Source: an optimization exercise on an open RTL-to-GDS flow (aim: a short achievable clock period and few clock cycles). Production flows keep margins and buffers that such runs may drop.
In this exercise RTL edits were held to simulation tests only and were not proved equivalent to the original.
Power is estimated from default activity; no workload was simulated.

==> yarrow <==
Design rv_core, start of the top module:
module rv_core (
  input  logic               CLK,
  input  logic               RST,
  output core_pkg::word_t     fetch_addr_o,
  input  core_pkg::word_t     fetch_insn_i,
  output logic               retire_valid_o,
  output core_pkg::word_t     retire_pc_o,
  output core_pkg::reg_addr_t retire_rd_addr_o,
  output core_pkg::word_t     retire_rd_wdata_o
);
clock: 8.0 ns
lec_check: 0
abc_clock_period_in_ps: 2000
cap_margin: 40
core_margin: 2
core_utilization: 40
setup_slack_margin: 4.5
slew_margin: 50
standard.sh (not shown) runs the stock make flow with config.mk's settings and CLKGATE_MAP_FILE= SYNTH_SCRIPT=/design/flow/synth_recipe.tcl, a recipe that flattens the netlist after the stock synthesis.
==> flow/flow/run.sh <==
#!/bin/bash
set -euo pipefail
bash standard.sh ADDER_MAP_FILE= MATCH_CELL_FOOTPRINT=0 finish > orfs_make.log 2>&1
==> inputs of maple, as changes to yarrow <==
--- a/flow/design.v
+++ b/flow/design.v
@@ -114,29 +114,33 @@
       f_ctr = f_ctr | ({2{f_match[k]}} & bt_ctr[k]);
       f_tgt = f_tgt | ({30{f_match[k]}} & bt_tgt[k]);
     end
   end
   assign f_hit  = |f_match;
   assign f_pred = f_hit && f_ctr[1];
   logic        m_redir;
   logic [31:0] m_tgt;
+  logic        x_misp;      
   logic        x_fmisp;     
+  logic        r_misp;
+  logic [31:0] r_alt;
   logic [31:0] pc_seq;
   assign pc_seq = f_pred ? {f_tgt, 2'b00} : pc_f + 32'd4;
   always_ff @(posedge CLK) begin
     if (RST)          pc_f <= 32'h0000_0000;
+    else if (r_misp)  pc_f <= {r_alt[31:2], 2'b00};
     else if (x_fmisp) pc_f <= {x_alt[31:2], 2'b00};
     else if (m_redir) pc_f <= {m_tgt[31:2], 2'b00};
     else              pc_f <= {pc_seq[31:2], 2'b00};
   end
   assign fetch_addr_o = pc_f;
   always_ff @(posedge CLK) begin
     if (RST) m_valid <= 1'b0;
-    else     m_valid <= !x_fmisp && !m_redir;
+    else     m_valid <= !r_misp && !x_fmisp && !m_redir;
     m_pc    <= pc_f;
     m_pc4   <= pc_f + 32'd4;
     m_hib_inc <= pc_f[31:13] + 19'd1;
     m_hib_dec <= pc_f[31:13] - 19'd1;
     m_hij_inc <= pc_f[31:21] + 11'd1;
     m_hij_dec <= pc_f[31:21] - 11'd1;
     m_pred  <= f_pred;
     m_hit   <= f_hit;
@@ -220,35 +224,35 @@
   assign d_use_r2 = d_op || d_br;
   logic d_fa, d_fb, d_sub, d_arith;
   assign d_fa    = x_valid && (x_rd != 5'd0) && (x_rd == d_rs1);
   assign d_fb    = x_valid && (x_rd != 5'd0) && (x_rd == d_rs2) && d_use_r2;
   assign d_sub   = d_op && d_f3 == 3'd0 && d_alt;
   assign d_arith = d_op || d_opi;
   always_ff @(posedge CLK) begin
     if (RST) x_valid <= 1'b0;
-    else     x_valid <= d_valid && !x_fmisp;
+    else     x_valid <= d_valid && !r_misp && !x_fmisp;
     x_pc    <= d_pc;
     x_rd    <= d_wr ? d_rdf : 5'd0;
     x_a     <= d_v1;
     x_b     <= d_use_imm ? d_bimm : d_v2;
     x_fa    <= d_fa;
     x_fb    <= d_fb;
     x_c00   <= !d_fa && !d_fb;
     x_c10   <=  d_fa && !d_fb;
     x_c01   <= !d_fa &&  d_fb;
     x_c11   <=  d_fa &&  d_fb;
     x_m00   <= !d_fa && !d_fb && d_wr;
     x_m10   <=  d_fa && !d_fb && d_wr;
     x_m01   <= !d_fa &&  d_fb && d_wr;
     x_m11   <=  d_fa &&  d_fb && d_wr;
-    x_v00   <= !d_fa && !d_fb && d_wr && d_valid;
-    x_v10   <=  d_fa && !d_fb && d_wr && d_valid;
-    x_v01   <= !d_fa &&  d_fb && d_wr && d_valid;
-    x_v11   <=  d_fa &&  d_fb && d_wr && d_valid;
+    x_v00   <= !d_fa && !d_fb && d_wr && d_valid && !r_misp;
+    x_v10   <=  d_fa && !d_fb && d_wr && d_valid && !r_misp;
+    x_v01   <= !d_fa &&  d_fb && d_wr && d_valid && !r_misp;
+    x_v11   <=  d_fa &&  d_fb && d_wr && d_valid && !r_misp;
     x_sra   <= d_alt;
     x_s_add <= d_f3 == 3'd0 && d_arith && !d_sub;
     x_s_sub <= d_sub;
     x_s_sll <= d_f3 == 3'd1 && d_arith;
     x_s_slt <= d_f3 == 3'd2 && d_arith;
     x_s_sltu<= d_f3 == 3'd3 && d_arith;
     x_s_xor <= d_f3 == 3'd4 && d_arith;
     x_s_shr <= d_f3 == 3'd5 && d_arith;
@@ -306,25 +310,30 @@
   rv_add #(.W(32), .LV(5)) cmp_wb (.a(w_res), .b(~x_b),   .cin(1'b1), .s(d_wb), .cout());
   rv_add #(.W(32), .LV(5)) cmp_aw (.a(x_a),   .b(~w_res), .cin(1'b1), .s(d_aw), .cout());
   assign lt_ab = (x_a[31]   ^ x_b[31])   ? x_a[31]   : d_ab[31];
   assign lt_wb = (w_res[31] ^ x_b[31])   ? w_res[31] : d_wb[31];
   assign lt_aw = (x_a[31]   ^ w_res[31]) ? x_a[31]   : d_aw[31];
   assign eq = (x_c00 && eq_ab) || (x_c10 && eq_wb) || (x_c01 && eq_aw) || x_c11;
   assign lt = (x_c00 && lt_ab) || (x_c10 && lt_wb) || (x_c01 && lt_aw);
   assign taken  = x_jal || (x_beq && eq) || (x_bne && !eq) || (x_blt && lt) || (x_bge && !lt);
-  assign x_fmisp = x_valid && (x_k0 || (x_keq1 && eq) || (x_keq0 && !eq) ||
-                                          (x_klt1 && lt) || (x_klt0 && !lt));
+  assign x_fmisp = x_valid && !r_misp && (x_k0 || (x_keq1 && eq) || (x_keq0 && !eq));
+  assign x_misp  = x_valid && !r_misp && ((x_klt1 && lt) || (x_klt0 && !lt));
+  always_ff @(posedge CLK) begin
+    if (RST) r_misp <= 1'b0;
+    else     r_misp <= x_misp;
+    r_alt <= x_alt;
+  end
   always_ff @(posedge CLK) begin
     if (RST) begin
       w_valid <= 1'b0;
       w_rd_o  <= 5'd0;
     end else begin
-      w_valid <= x_valid;
-      w_rd_o  <= (x_valid) ? x_rd : 5'd0;
+      w_valid <= x_valid && !r_misp;
+      w_rd_o  <= (x_valid && !r_misp) ? x_rd : 5'd0;
     end
     w_rd   <= x_rd;
     w_pc   <= x_pc;
     w_res  <= ({32{x_c00}} & res00) | ({32{x_c10}} & res10)
             | ({32{x_c01}} & res01) | ({32{x_c11}} & res11);
     w_data <= ({32{x_m00}} & res00) | ({32{x_m10}} & res10)
             | ({32{x_m01}} & res01) | ({32{x_m11}} & res11);
     w_ret  <= ({32{x_v00}} & res00) | ({32{x_v10}} & res10)
@@ -333,17 +342,17 @@
   logic          u_valid;
   logic          u_taken;
   logic          u_hit;
   logic [NB-1:0] u_match;
   logic [29:0]   u_pc;
   logic [29:0]   u_tgt;
   always_ff @(posedge CLK) begin
     if (RST) u_valid <= 1'b0;
-    else     u_valid <= x_valid && (x_cbr || x_jal);
+    else     u_valid <= x_valid && !r_misp && (x_cbr || x_jal);
     u_taken <= taken;
     u_hit   <= x_hit;
     u_match <= x_match;
     u_pc    <= x_pc[31:2];
     u_tgt   <= x_tgt[31:2];
   end
   logic u_alloc;
   assign u_alloc = u_valid && !u_hit && u_taken;
==> notes.md <==
metric                                                                  yarrow              maple
Inserted Clock Buffers                                                     217                218
Launching element of the worst setup path                       x_b[1]$_DFF_P_   w_res[2]$_DFF_P_
Number of clock-tree buffers in the layout                                 291                265
Post-detailed-routing wire length                                    623000 um          655000 um
Adder and majority gate portion of the synthesized area                  1.00%             0.956%
DR WL met3                                                           107000 um          107000 um
Power Density                                                      166 nW/um^2        163 nW/um^2
Maximum number of pins on one net before global-route repair                69                101
Endpoint of the worst hold-timing path                        u_pc[26]$_DFF_P_  r_alt[13]$_DFF_P_
Number of non-clock buffers                                               1185               1425
Hold path startpoint                                          x_pc[28]$_DFF_P_  x_alt[13]$_DFF_P_
Maximum fanout count along the critical path                                 6                 19
Flip-flop and latch count after synthesis                                 2070               2101
Status                                                          finished clean     finished clean
Total standard cell area after synthesis                          108000 sq um       110000 sq um
Initial Util                                                             40.3%              40.2%
Tapcells                                                                  3552               3589
Mean area per synthesized cell                                      10.6 sq um         10.8 sq um
Testbench counts of yarrow, summed over its fixed seeds: cycles 53,046.
Testbench counts of maple, summed over its fixed seeds: cycles 53,703.


==> inputs of cedar <==
Another version of the RTL of rv_core (not shown whole).
export LEC_CHECK = 0
export ABC_CLOCK_PERIOD_IN_PS = 2000
export CAP_MARGIN = 20
export CORE_MARGIN = 2
export CORE_UTILIZATION = 40
export SETUP_SLACK_MARGIN = 4.5
export SLEW_MARGIN = 20
create_clock -name core_clock -period 8.0 [get_ports {CLK}]
Scripts as last shown in full above: flow/flow/run.sh
==> violet (differences from cedar) <==
--- a/flow/design.v
+++ b/flow/design.v
@@ -116,27 +116,29 @@
     end
   end
   assign f_hit  = |f_match;
   assign f_pred = f_hit && f_ctr[1];
   logic        m_redir;
   logic [31:0] m_tgt;
-  logic        x_misp;
+  logic        x_misp;      
+  logic        x_fmisp;     
   logic        r_misp;
   logic [31:0] r_alt;
   logic [31:0] pc_seq;
   assign pc_seq = f_pred ? {f_tgt, 2'b00} : pc_f + 32'd4;
   always_ff @(posedge CLK) begin
     if (RST)          pc_f <= 32'h0000_0000;
     else if (r_misp)  pc_f <= {r_alt[31:2], 2'b00};
+    else if (x_fmisp) pc_f <= {x_alt[31:2], 2'b00};
     else if (m_redir) pc_f <= {m_tgt[31:2], 2'b00};
     else              pc_f <= {pc_seq[31:2], 2'b00};
   end
   assign fetch_addr_o = pc_f;
   always_ff @(posedge CLK) begin
     if (RST) m_valid <= 1'b0;
-    else     m_valid <= !r_misp && !m_redir;
+    else     m_valid <= !r_misp && !x_fmisp && !m_redir;
     m_pc    <= pc_f;
     m_pc4   <= pc_f + 32'd4;
     m_hib_inc <= pc_f[31:13] + 19'd1;
     m_hib_dec <= pc_f[31:13] - 19'd1;
     m_hij_inc <= pc_f[31:21] + 11'd1;
     m_hij_dec <= pc_f[31:21] - 11'd1;
@@ -174,38 +176,37 @@
                                   : (m_lob[13] ? m_hib_inc : m_pc[31:13]);
   assign m_tgt_j[20:0]  = m_loj[20:0];
   assign m_tgt_j[31:21] = ins[31] ? (m_loj[21] ? m_pc[31:21] : m_hij_dec)
                                   : (m_loj[21] ? m_hij_inc : m_pc[31:21]);
   assign m_tgt = m_jal ? m_tgt_j : m_tgt_b;
   assign m_redir = m_valid && !m_hit && (m_jal || (m_cbr && ins[31]));
-  always_ff @(posedge CLK) begin
-    if (RST) d_valid <= 1'b0;
-    else     d_valid <= m_valid && !r_misp;
-    d_pc      <= m_pc;
-    d_pc4     <= m_pc4;
-    d_tgt     <= m_tgt;
-    d_pred    <= m_pred || m_redir;
-    d_hit     <= m_hit;
-    d_match   <= m_match;
-    d_op      <= m_op;
-    d_opi     <= m_opi;
-    d_lui     <= m_lui;
-    d_br      <= m_br;
-    d_jal     <= m_jal;
-    d_cbr     <= m_cbr;
-    d_wr      <= (m_op || m_opi || m_lui || m_jal) && (ins[11:7] != 5'd0);
-    d_f3      <= m_f3;
-    d_alt     <= ins[30];
-    d_rs1     <= ins[19:15];
-    d_rs2     <= ins[24:20];
-    d_rdf     <= ins[11:7];
-    d_use_imm <= m_opi || m_lui || m_jal;
-    d_bimm    <= m_opi ? m_imm_i : (m_lui ? m_imm_u : m_pc4);
+  always_comb begin
+    d_valid   = m_valid;
+    d_pc      = m_pc;
+    d_pc4     = m_pc4;
+    d_tgt     = m_tgt;
+    d_pred    = m_pred || m_redir;
+    d_hit     = m_hit;
+    d_match   = m_match;
+    d_op      = m_op;
+    d_opi     = m_opi;
+    d_lui     = m_lui;
+    d_br      = m_br;
+    d_jal     = m_jal;
+    d_cbr     = m_cbr;
+    d_wr      = (m_op || m_opi || m_lui || m_jal) && (ins[11:7] != 5'd0);
+    d_f3      = m_f3;
+    d_alt     = ins[30];
+    d_rs1     = ins[19:15];
+    d_rs2     = ins[24:20];
+    d_rdf     = ins[11:7];
+    d_use_imm = m_opi || m_lui || m_jal;
+    d_bimm    = m_opi ? m_imm_i : (m_lui ? m_imm_u : m_pc4);
     for (int i = 0; i < 32; i++) begin
-      d_sel1[i] <= ins[19:15] == 5'(i);
-      d_sel2[i] <= ins[24:20] == 5'(i);
+      d_sel1[i] = ins[19:15] == 5'(i);
+      d_sel2[i] = ins[24:20] == 5'(i);
     end
   end
   logic [31:0] d_r1, d_r2;
   logic [31:0] d_v1, d_v2;
   logic        d_use_r2;
   logic        w_we;
@@ -225,13 +226,13 @@
   assign d_fa    = x_valid && (x_rd != 5'd0) && (x_rd == d_rs1);
   assign d_fb    = x_valid && (x_rd != 5'd0) && (x_rd == d_rs2) && d_use_r2;
   assign d_sub   = d_op && d_f3 == 3'd0 && d_alt;
   assign d_arith = d_op || d_opi;
   always_ff @(posedge CLK) begin
     if (RST) x_valid <= 1'b0;
-    else     x_valid <= d_valid && !r_misp;
+    else     x_valid <= d_valid && !r_misp && !x_fmisp;
     x_pc    <= d_pc;
     x_rd    <= d_wr ? d_rdf : 5'd0;
     x_a     <= d_v1;
     x_b     <= d_use_imm ? d_bimm : d_v2;
     x_fa    <= d_fa;
     x_fb    <= d_fb;
@@ -311,14 +312,14 @@
   assign lt_ab = (x_a[31]   ^ x_b[31])   ? x_a[31]   : d_ab[31];
   assign lt_wb = (w_res[31] ^ x_b[31])   ? w_res[31] : d_wb[31];
   assign lt_aw = (x_a[31]   ^ w_res[31]) ? x_a[31]   : d_aw[31];
   assign eq = (x_c00 && eq_ab) || (x_c10 && eq_wb) || (x_c01 && eq_aw) || x_c11;
   assign lt = (x_c00 && lt_ab) || (x_c10 && lt_wb) || (x_c01 && lt_aw);
   assign taken  = x_jal || (x_beq && eq) || (x_bne && !eq) || (x_blt && lt) || (x_bge && !lt);
-  assign x_misp = x_valid && !r_misp && (x_k0 || (x_keq1 && eq) || (x_keq0 && !eq) ||
-                              (x_klt1 && lt) || (x_klt0 && !lt));
+  assign x_fmisp = x_valid && !r_misp && (x_k0 || (x_keq1 && eq) || (x_keq0 && !eq));
+  assign x_misp  = x_valid && !r_misp && ((x_klt1 && lt) || (x_klt0 && !lt));
   always_ff @(posedge CLK) begin
     if (RST) r_misp <= 1'b0;
     else     r_misp <= x_misp;
     r_alt <= x_alt;
   end
   always_ff @(posedge CLK) begin
==> delta (differences from cedar) <==
--- a/flow/design.v
+++ b/flow/design.v
@@ -116,27 +116,25 @@
     end
   end
   assign f_hit  = |f_match;
   assign f_pred = f_hit && f_ctr[1];
   logic        m_redir;
   logic [31:0] m_tgt;
-  logic        x_misp;
-  logic        r_misp;
-  logic [31:0] r_alt;
+  logic        x_fmisp;     
   logic [31:0] pc_seq;
   assign pc_seq = f_pred ? {f_tgt, 2'b00} : pc_f + 32'd4;
   always_ff @(posedge CLK) begin
     if (RST)          pc_f <= 32'h0000_0000;
-    else if (r_misp)  pc_f <= {r_alt[31:2], 2'b00};
+    else if (x_fmisp) pc_f <= {x_alt[31:2], 2'b00};
     else if (m_redir) pc_f <= {m_tgt[31:2], 2'b00};
     else              pc_f <= {pc_seq[31:2], 2'b00};
   end
   assign fetch_addr_o = pc_f;
   always_ff @(posedge CLK) begin
     if (RST) m_valid <= 1'b0;
-    else     m_valid <= !r_misp && !m_redir;
+    else     m_valid <= !x_fmisp && !m_redir;
     m_pc    <= pc_f;
     m_pc4   <= pc_f + 32'd4;
     m_hib_inc <= pc_f[31:13] + 19'd1;
     m_hib_dec <= pc_f[31:13] - 19'd1;
     m_hij_inc <= pc_f[31:21] + 11'd1;
     m_hij_dec <= pc_f[31:21] - 11'd1;
@@ -174,38 +172,37 @@
                                   : (m_lob[13] ? m_hib_inc : m_pc[31:13]);
   assign m_tgt_j[20:0]  = m_loj[20:0];
   assign m_tgt_j[31:21] = ins[31] ? (m_loj[21] ? m_pc[31:21] : m_hij_dec)
                                   : (m_loj[21] ? m_hij_inc : m_pc[31:21]);
   assign m_tgt = m_jal ? m_tgt_j : m_tgt_b;
   assign m_redir = m_valid && !m_hit && (m_jal || (m_cbr && ins[31]));
-  always_ff @(posedge CLK) begin
-    if (RST) d_valid <= 1'b0;
-    else     d_valid <= m_valid && !r_misp;
-    d_pc      <= m_pc;
-    d_pc4     <= m_pc4;
-    d_tgt     <= m_tgt;
-    d_pred    <= m_pred || m_redir;
-    d_hit     <= m_hit;
-    d_match   <= m_match;
-    d_op      <= m_op;
-    d_opi     <= m_opi;
-    d_lui     <= m_lui;
-    d_br      <= m_br;
-    d_jal     <= m_jal;
-    d_cbr     <= m_cbr;
-    d_wr      <= (m_op || m_opi || m_lui || m_jal) && (ins[11:7] != 5'd0);
-    d_f3      <= m_f3;
-    d_alt     <= ins[30];
-    d_rs1     <= ins[19:15];
-    d_rs2     <= ins[24:20];
-    d_rdf     <= ins[11:7];
-    d_use_imm <= m_opi || m_lui || m_jal;
-    d_bimm    <= m_opi ? m_imm_i : (m_lui ? m_imm_u : m_pc4);
+  always_comb begin
+    d_valid   = m_valid;
+    d_pc      = m_pc;
+    d_pc4     = m_pc4;
+    d_tgt     = m_tgt;
+    d_pred    = m_pred || m_redir;
+    d_hit     = m_hit;
+    d_match   = m_match;
+    d_op      = m_op;
+    d_opi     = m_opi;
+    d_lui     = m_lui;
+    d_br      = m_br;
+    d_jal     = m_jal;
+    d_cbr     = m_cbr;
+    d_wr      = (m_op || m_opi || m_lui || m_jal) && (ins[11:7] != 5'd0);
+    d_f3      = m_f3;
+    d_alt     = ins[30];
+    d_rs1     = ins[19:15];
+    d_rs2     = ins[24:20];
+    d_rdf     = ins[11:7];
+    d_use_imm = m_opi || m_lui || m_jal;
+    d_bimm    = m_opi ? m_imm_i : (m_lui ? m_imm_u : m_pc4);
     for (int i = 0; i < 32; i++) begin
-      d_sel1[i] <= ins[19:15] == 5'(i);
-      d_sel2[i] <= ins[24:20] == 5'(i);
+      d_sel1[i] = ins[19:15] == 5'(i);
+      d_sel2[i] = ins[24:20] == 5'(i);
     end
   end
   logic [31:0] d_r1, d_r2;
   logic [31:0] d_v1, d_v2;
   logic        d_use_r2;
   logic        w_we;
@@ -225,13 +222,13 @@
   assign d_fa    = x_valid && (x_rd != 5'd0) && (x_rd == d_rs1);
   assign d_fb    = x_valid && (x_rd != 5'd0) && (x_rd == d_rs2) && d_use_r2;
   assign d_sub   = d_op && d_f3 == 3'd0 && d_alt;
   assign d_arith = d_op || d_opi;
   always_ff @(posedge CLK) begin
     if (RST) x_valid <= 1'b0;
-    else     x_valid <= d_valid && !r_misp;
+    else     x_valid <= d_valid && !x_fmisp;
     x_pc    <= d_pc;
     x_rd    <= d_wr ? d_rdf : 5'd0;
     x_a     <= d_v1;
     x_b     <= d_use_imm ? d_bimm : d_v2;
     x_fa    <= d_fa;
     x_fb    <= d_fb;
@@ -240,16 +237,16 @@
     x_c01   <= !d_fa &&  d_fb;
     x_c11   <=  d_fa &&  d_fb;
     x_m00   <= !d_fa && !d_fb && d_wr;
     x_m10   <=  d_fa && !d_fb && d_wr;
     x_m01   <= !d_fa &&  d_fb && d_wr;
     x_m11   <=  d_fa &&  d_fb && d_wr;
-    x_v00   <= !d_fa && !d_fb && d_wr && d_valid && !r_misp;
-    x_v10   <=  d_fa && !d_fb && d_wr && d_valid && !r_misp;
-    x_v01   <= !d_fa &&  d_fb && d_wr && d_valid && !r_misp;
-    x_v11   <=  d_fa &&  d_fb && d_wr && d_valid && !r_misp;
+    x_v00   <= !d_fa && !d_fb && d_wr && d_valid;
+    x_v10   <=  d_fa && !d_fb && d_wr && d_valid;
+    x_v01   <= !d_fa &&  d_fb && d_wr && d_valid;
+    x_v11   <=  d_fa &&  d_fb && d_wr && d_valid;
     x_sra   <= d_alt;
     x_s_add <= d_f3 == 3'd0 && d_arith && !d_sub;
     x_s_sub <= d_sub;
     x_s_sll <= d_f3 == 3'd1 && d_arith;
     x_s_slt <= d_f3 == 3'd2 && d_arith;
     x_s_sltu<= d_f3 == 3'd3 && d_arith;
@@ -311,26 +308,21 @@
   assign lt_ab = (x_a[31]   ^ x_b[31])   ? x_a[31]   : d_ab[31];
   assign lt_wb = (w_res[31] ^ x_b[31])   ? w_res[31] : d_wb[31];
   assign lt_aw = (x_a[31]   ^ w_res[31]) ? x_a[31]   : d_aw[31];
   assign eq = (x_c00 && eq_ab) || (x_c10 && eq_wb) || (x_c01 && eq_aw) || x_c11;
   assign lt = (x_c00 && lt_ab) || (x_c10 && lt_wb) || (x_c01 && lt_aw);
   assign taken  = x_jal || (x_beq && eq) || (x_bne && !eq) || (x_blt && lt) || (x_bge && !lt);
-  assign x_misp = x_valid && !r_misp && (x_k0 || (x_keq1 && eq) || (x_keq0 && !eq) ||
-                              (x_klt1 && lt) || (x_klt0 && !lt));
-  always_ff @(posedge CLK) begin
-    if (RST) r_misp <= 1'b0;
-    else     r_misp <= x_misp;
-    r_alt <= x_alt;
-  end
+  assign x_fmisp = x_valid && (x_k0 || (x_keq1 && eq) || (x_keq0 && !eq) ||
+                                          (x_klt1 && lt) || (x_klt0 && !lt));
   always_ff @(posedge CLK) begin
     if (RST) begin
       w_valid <= 1'b0;
       w_rd_o  <= 5'd0;
     end else begin
-      w_valid <= x_valid && !r_misp;
-      w_rd_o  <= (x_valid && !r_misp) ? x_rd : 5'd0;
+      w_valid <= x_valid;
+      w_rd_o  <= (x_valid) ? x_rd : 5'd0;
     end
     w_rd   <= x_rd;
     w_pc   <= x_pc;
     w_res  <= ({32{x_c00}} & res00) | ({32{x_c10}} & res10)
             | ({32{x_c01}} & res01) | ({32{x_c11}} & res11);
     w_data <= ({32{x_m00}} & res00) | ({32{x_m10}} & res10)
@@ -343,13 +335,13 @@
   logic          u_hit;
   logic [NB-1:0] u_match;
   logic [29:0]   u_pc;
   logic [29:0]   u_tgt;
   always_ff @(posedge CLK) begin
     if (RST) u_valid <= 1'b0;
-    else     u_valid <= x_valid && !r_misp && (x_cbr || x_jal);
+    else     u_valid <= x_valid && (x_cbr || x_jal);
     u_taken <= taken;
     u_hit   <= x_hit;
     u_match <= x_match;
     u_pc    <= x_pc[31:2];
     u_tgt   <= x_tgt[31:2];
   end
==> flow/config.mk (replaced) <==
export PLATFORM = sky130hd
export DESIGN_NAME = rv_core
export DESIGN_NICKNAME = rv_core
export VERILOG_FILES = /design/flow/design.v
export SDC_FILE = /design/flow/constraint.sdc
export NUM_CORES = 4
export LEC_CHECK = 0
export ABC_CLOCK_PERIOD_IN_PS = 2000
export CAP_MARGIN = 50
export CORE_MARGIN = 2
export CORE_UTILIZATION = 40
export SETUP_SLACK_MARGIN = 4.5
export SLEW_MARGIN = 70
==> flow_results.org <==
** Synth
- The portion of synthesized area spent on multiplexers is 0.0667.

** Finish
- Summing all flip-flop and latch instances after layout gives between 0.05 and 0.06 mm2.
- Of the total standard cell area in the layout, the sequential portion is 0.405.
- Once layout is complete, the utilization of the core stands at 0.517.

** Status
- Run status :: timing/DRC/antenna clean

** CTS
- Postcts setup bufs :: around 550

** Worst setup path
- Worst reg-to-reg path cell count :: 12
- Number of stages on the worst setup path :: 12

** Floorplanning
- For this configuration, the core starts out at a cell density of 0.402.
- Rows :: 192
- The core region is 0.273 mm2.

** Route
- Routed met3 length :: 112,000 um
-- figures above: violet

==> flow_results.org <==
** Status
- Run status :: timing/DRC/antenna clean

** Worst setup path
- Counting buffers and inverters, the worst setup path is 15 cells deep.
- CP Capture Type :: register

** Finish
- Summing all flip-flop and latch instances after layout gives a little over 0.06 mm2.
- For this run, the share of the core covered by cells in the final layout is 0.490.

** Floorplanning
- The total area inside the core boundary comes to 0.279 mm2.
- In this run the core area contains 194 standard-cell rows.
- Starting density of the core :: 0.402

** CTS
- Postcts setup bufs :: 391
- For this design, the CTS-stage hold fixing added 0 buffers.

** Power and ir drop
- P_seq :: ~13,000 uW

** Synth
- The portion of synthesized area spent on multiplexers is 0.0413.
- Of the total synthesized cell area, the portion taken by XOR and XNOR cells is 0.0482.
-- figures above: cedar

==> flow_results.org <==
** Status
- Run status :: timing/DRC/antenna clean

** Finish
- Sequential fraction of total cell area :: 0.406
- Across the whole layout, storage elements account for 0.0567 mm2.
- Final standard cell utilization of the core :: 0.520

** Synth
- Portion of the post-synthesis area used by sequential elements :: 0.520
- Share of synthesized area spent on multiplexers :: 0.0527

** Route
- Detailed routing placed a total of 102,000 um of wire on met3.

** Floorplanning
- Row generation in the floorplan step produced 190 rows.
- Die area :: 0.274 mm2
- Core area :: between 0.2 and 0.3 mm2
- For this configuration, the core starts out at a cell density of 0.403.

** Worst setup path
- In this run the number of cells on the critical path is 15.
- Startpoint of the worst setup timing path :: x_b[1]$_DFF_P_
- Worst reg-to-reg path cell count :: 15

** Placed design
- Placed Instances :: ~14,000

** CTS
- Postcts setup bufs :: 282
-- figures above: delta

Testbench counts of cedar, summed over its fixed seeds: cycles 55,803.
Testbench counts of violet, summed over its fixed seeds: cycles 53,703.
Testbench counts of delta, summed over its fixed seeds: cycles 53,046.

==> static timing again, ports no longer ideal <==
No port has a modelled driver above. Below, the same layouts with a new extraction and two added sets of constraints.
Step 1 (the two cells are an assumption about what drives the block):
set clk [get_ports {CLK}]
set_driving_cell -lib_cell sky130_fd_sc_hd__clkbuf_16 $clk
set_driving_cell -lib_cell sky130_fd_sc_hd__buf_2 [delete_from_list [all_inputs] $clk]
Step 2 moves the port delays by t, midway between the first and last clock arrival at a register: inputs arrive t later, outputs are due t later. That takes back most of the time a late clock gives input paths.
Slacks: ideal / step 1 / step 2; pairs: ideal / step 1.
run	t, ns	setup WS [ns]	clock arrival spread, ns	worst register clock-pin slew, ns
yarrow	1.003	3.884 / 3.884 / 3.243	0.136 / 0.136	0.09 / 0.09
maple	1.014	4.007 / 4.007 / 3.286	0.105 / 0.106	0.08 / 0.08
cedar	1.016	3.853 / 3.853 / 2.971	0.086 / 0.085	0.10 / 0.10
violet	1.022	3.925 / 3.925 / 3.316	0.111 / 0.111	0.08 / 0.08
delta	0.999	3.851 / 3.851 / 3.317	0.130 / 0.130	0.08 / 0.08
After both steps every run listed still meets setup and hold. For cedar, which loses most, drivers alone change the setup slack by 0.000 ns; drivers and shift together by -0.882 ns.
